This design comes from an exercise in tuning for small area, a short achievable clock period and few clock cycles per item on the open sky130 flow, not from production work. Function was checked by simulation only, so behaviour that the tests miss may differ from the original. Power is estimated from default activity; no workload was simulated.

Setup of north:
// countdown_stopwatch_7seg
module countdown_stopwatch_7seg
(
  input  logic clk,
  input  logic rst,
  input  logic cmd_valid,
  output logic cmd_stall,
  input  logic [14:0] cmd,
  output logic res_valid,
  input  logic res_stall,
  output logic [48:0] res
);
Size: about 790 cells after synthesis, ~4800 um2 of cells after synthesis.
export LEC_CHECK = 0
export ABC_AREA = 1
export CAP_MARGIN = 20
export CORE_MARGIN = 2
export CORE_UTILIZATION = 40
export SETUP_SLACK_MARGIN = 5
export SLEW_MARGIN = 20
create_clock -name core_clock -period 10.0 [get_ports {clk}]
standard.sh (not shown) runs the stock make flow with config.mk's settings and CLKGATE_MAP_FILE= SYNTH_SCRIPT=/design/flow/synth_recipe.tcl, a recipe that flattens the netlist after the stock synthesis.
==> flow/flow/run.sh <==
#!/bin/bash
# Standard layout, with the port buffers made of buf_1 cells instead of the
# default delay buffers.
set -euo pipefail
cd "$(dirname "$0")/.."
export BUFFER_PORTS_ARGS="-buffer_cell sky130_fd_sc_hd__buf_1"
bash standard.sh > standard.log 2>&1
Testbench counts of north, summed over its fixed seeds: cycles 22,746, items 16,000.
Modified inputs, south compared to north
--- a/flow/design.v
+++ b/flow/design.v
@@ -123,56 +123,59 @@
             qco[2:0], cb};
     step_digits = {tmt[4] || (tmt[3] && rest != '0), tmt[2:0], rest};
   endfunction
   logic [9:0]  set_cs, set_sec;
   logic [5:0]  set_min;
   logic        q_full, p_valid;
   logic [1:0]  q_kind, p_kind;
   logic [21:0] disp;
   logic        run, dirty, full, busy, sat;
   logic [3:0]  idx;
   logic [2:0]  nbits;
-  logic        accept, out_free, shows, need_conv, can, go, start, p_free, tick;
+  logic        accept, out_free, shows, need_conv, can0, go0, start0, tick0;
+  logic        go, start, p_free;
   logic [1:0]  c_kind;
   logic        q_full_n, p_valid_n, run_n, dirty_n, full_n, busy_n;
   logic [1:0]  p_kind_n;
   assign accept   = cmd_valid && !cmd_stall;
   assign out_free = !res_valid || !res_stall;
   always_comb begin
     c_kind = K_NONE;
     if (!cmd[14]) c_kind = K_TICK;
     else case (cmd[13:10])
       4'b0001:                   c_kind = K_TOGGLE;
       4'b0010, 4'b0100, 4'b1000: c_kind = K_SET;
       default:                   c_kind = K_NONE;
     endcase
   end
   assign shows     = (p_kind == K_TOGGLE) || (p_kind == K_TICK && run);
   assign need_conv = shows && (dirty || full);
-  assign can       = p_valid && out_free && !busy;
-  assign go        = can && !need_conv;
-  assign start     = can && need_conv;
+  assign can0      = p_valid && !busy;
+  assign go0       = can0 && !need_conv;
+  assign start0    = can0 && need_conv;
+  assign tick0     = go0 && p_kind == K_TICK && run;
+  assign go        = go0 && out_free;
+  assign start     = start0 && out_free;
   assign p_free    = !p_valid || go;
-  assign tick      = go && p_kind == K_TICK && run;
   always_comb begin
     q_full_n  = q_full;
     p_valid_n = p_valid;
     p_kind_n  = p_kind;
     if (p_free) begin
       q_full_n  = 1'b0;
       p_valid_n = q_full || accept;
       p_kind_n  = q_full ? q_kind : c_kind;
     end else if (accept) begin
       q_full_n  = 1'b1;
     end
-    busy_n  = start || (busy && idx != 4'd0);
+    busy_n  = (start && top != 4'd0) || (busy && idx != 4'd0);
     run_n   = (go && p_kind == K_TOGGLE) ? !run : run;
     dirty_n = !start && (dirty || (go && p_kind == K_SET));
     full_n  = !start && !(go && p_kind == K_SET) && full;
   end
   always_ff @(posedge clk) begin
     if (rst) begin
       set_cs  <= '0;
       set_sec <= '0;
       set_min <= '0;
     end else if (accept && cmd[14]) begin
       if (cmd[13:10] == 4'b0010) set_cs  <= cmd[9:0];
@@ -189,53 +192,70 @@
       q_full    <= q_full_n;
       p_valid   <= p_valid_n;
       cmd_stall <= q_full_n || busy_n ||
                    (p_valid_n && (dirty_n || full_n) &&
                     (p_kind_n == K_TOGGLE || (p_kind_n == K_TICK && run_n)));
     end
     p_kind <= p_kind_n;
     if (!q_full) q_kind <= c_kind;
   end
   logic [22:0] step_out, dec_out;
   logic        cur_full;
-  logic [21:0] next_disp;
-  logic [3:0]  idx_dn;
+  logic [21:0] next_disp, free_disp;
+  logic [3:0]  idx_dn, top, top_dn, nb_idx;
+  logic [9:0]  any_bit;
+  function automatic logic [2:0] bits_at(input logic [3:0] i, input logic [5:0] m,
+                                         input logic [9:0] s, input logic [9:0] c);
+    bits_at = {i < 4'd6 && m[i[2:0]], i < 4'd10 && s[i], i < 4'd10 && c[i]};
+  endfunction
+  assign any_bit = set_cs | set_sec | {4'd0, set_min};
+  always_comb begin
+    top = 4'd0;
+    for (int i = 1; i < 10; i++)
+      if (any_bit[i]) top = 4'(i);
+  end
+  assign top_dn = top - 4'd1;
+  logic [2:0] start_bits;
+  assign start_bits = bits_at(top, set_min, set_sec, set_cs);
   assign idx_dn   = idx - 4'd1;
+  assign nb_idx   = start0 ? top_dn : idx_dn;
   assign step_out = step_digits(disp, nbits[2], nbits[1], nbits[0]);
   assign dec_out  = dec_digits(disp);
-  assign cur_full = sat || (tick && dec_out[22]);
-  always_comb begin
-    if (go && shows && cur_full)
-      next_disp = (tick && sat) ? {3'd5, 4'd9, 3'd5, 4'd9, 4'd9, 4'd9} : DIGITS_FULL;
-    else if (busy)  next_disp = step_out[21:0];
-    else if (start) next_disp = {11'd0, 3'd0, set_sec[9], 4'd0, 3'd0, set_cs[9]};
-    else if (tick)  next_disp = dec_out[21:0];
-    else            next_disp = disp;
+  assign cur_full = sat || (tick0 && dec_out[22]);
+  always_comb begin
+    if (go0 && shows && cur_full)
+      free_disp = (tick0 && sat) ? {3'd5, 4'd9, 3'd5, 4'd9, 4'd9, 4'd9} : DIGITS_FULL;
+    else if (start0) free_disp = {3'd0, 3'd0, start_bits[2], 3'd0, 3'd0, start_bits[1],
+                                  4'd0, 3'd0, start_bits[0]};
+    else if (tick0)  free_disp = dec_out[21:0];
+    else             free_disp = disp;
+    if (busy)          next_disp = step_out[21:0];
+    else if (out_free) next_disp = free_disp;
+    else               next_disp = disp;
   end
   always_ff @(posedge clk) begin
     if (rst) begin
       res_valid <= 1'b0;
       run       <= 1'b0;
       dirty     <= 1'b0;
       full      <= 1'b1;
       busy      <= 1'b0;
       sat       <= 1'b0;
       disp      <= '0;
     end else begin
       disp  <= next_disp;
       run   <= run_n;
       dirty <= dirty_n;
       full  <= full_n;
       busy  <= busy_n;
       if (out_free) res_valid <= go;
       if (start)     sat <= full;
       else if (busy) sat <= sat || step_out[22];
       else if (go)   sat <= 1'b0;
     end
-    idx   <= start ? 4'd8 : idx_dn;
-    nbits <= start ? {1'b0, set_sec[8], set_cs[8]}
-                   : {idx_dn < 4'd6 && set_min[idx_dn[2:0]], set_sec[idx_dn], set_cs[idx_dn]};
+    idx   <= nb_idx;
+    nbits <= bits_at(nb_idx, set_min, set_sec, set_cs);
   end
   assign res = {1'b0, seg6(disp[14:12]), 1'b0, seg10(disp[11:8]),
                 1'b0, seg10(disp[7:4]), 1'b0, seg10(disp[3:0]),
                 1'b0, seg7(disp[21:19]), 1'b0, seg10(disp[18:15]), run};
 endmodule
Notes after the runs:
- Summary of the comparison: final worst setup slack is higher in south, relative to north.
- Taking south as 1.0, north lands at 1.3 on maximum vdd ir drop.
- For south, the launching element of the worst setup path was disp[12], unlike north, where it was disp[9].
- In the metrics for north and south, the one carrying the higher combinational power is north.
- The higher first-pass GRT wire length came out of south.
- On global routing met2 resource utilization: south sits above north.
- Worst-case setup slack after placement delta (south − north): favourable
- Wire length (lower): north
- For area of the mapped netlist, dividing the value from south by the value from north gives 1.06.
- In south, the final period demand of the worst path came out 100 ps below the value in north.
- Post-layout instance area delta for south relative to north: 8.7% higher
Testbench counts of south, summed over its fixed seeds: cycles 20,882, items 16,000.

## separate check: timing with driven ports
In the flow no input, the clock included, has a driving cell. The finished layouts below were timed again as built, in two steps. Step 1 assumes that a clkbuf_16 drives the clock port and a buf_2 every other input. Step 2 moves the port delays by t, midway between the first and last clock arrival at a register: inputs arrive t later, outputs are due t later. That takes back most of the time a late clock gives input paths. Three values: ideal, step 1, step 2; two values: the first two.
run	shift t [ns]	setup WS [ns]	worst setup path after step 2	worst data-port slew with drivers (ns)	pins driven straight from the clock port
north	0.364	6.284 / 6.247 / 6.033	input to register	0.03	1
south	0.377	6.386 / 6.347 / 6.415	input to register	0.03	1
After both steps setup and hold are still met in every run listed. The setup slack of north, which loses most, moves by -0.037 ns with the drivers and by -0.251 ns with both steps.
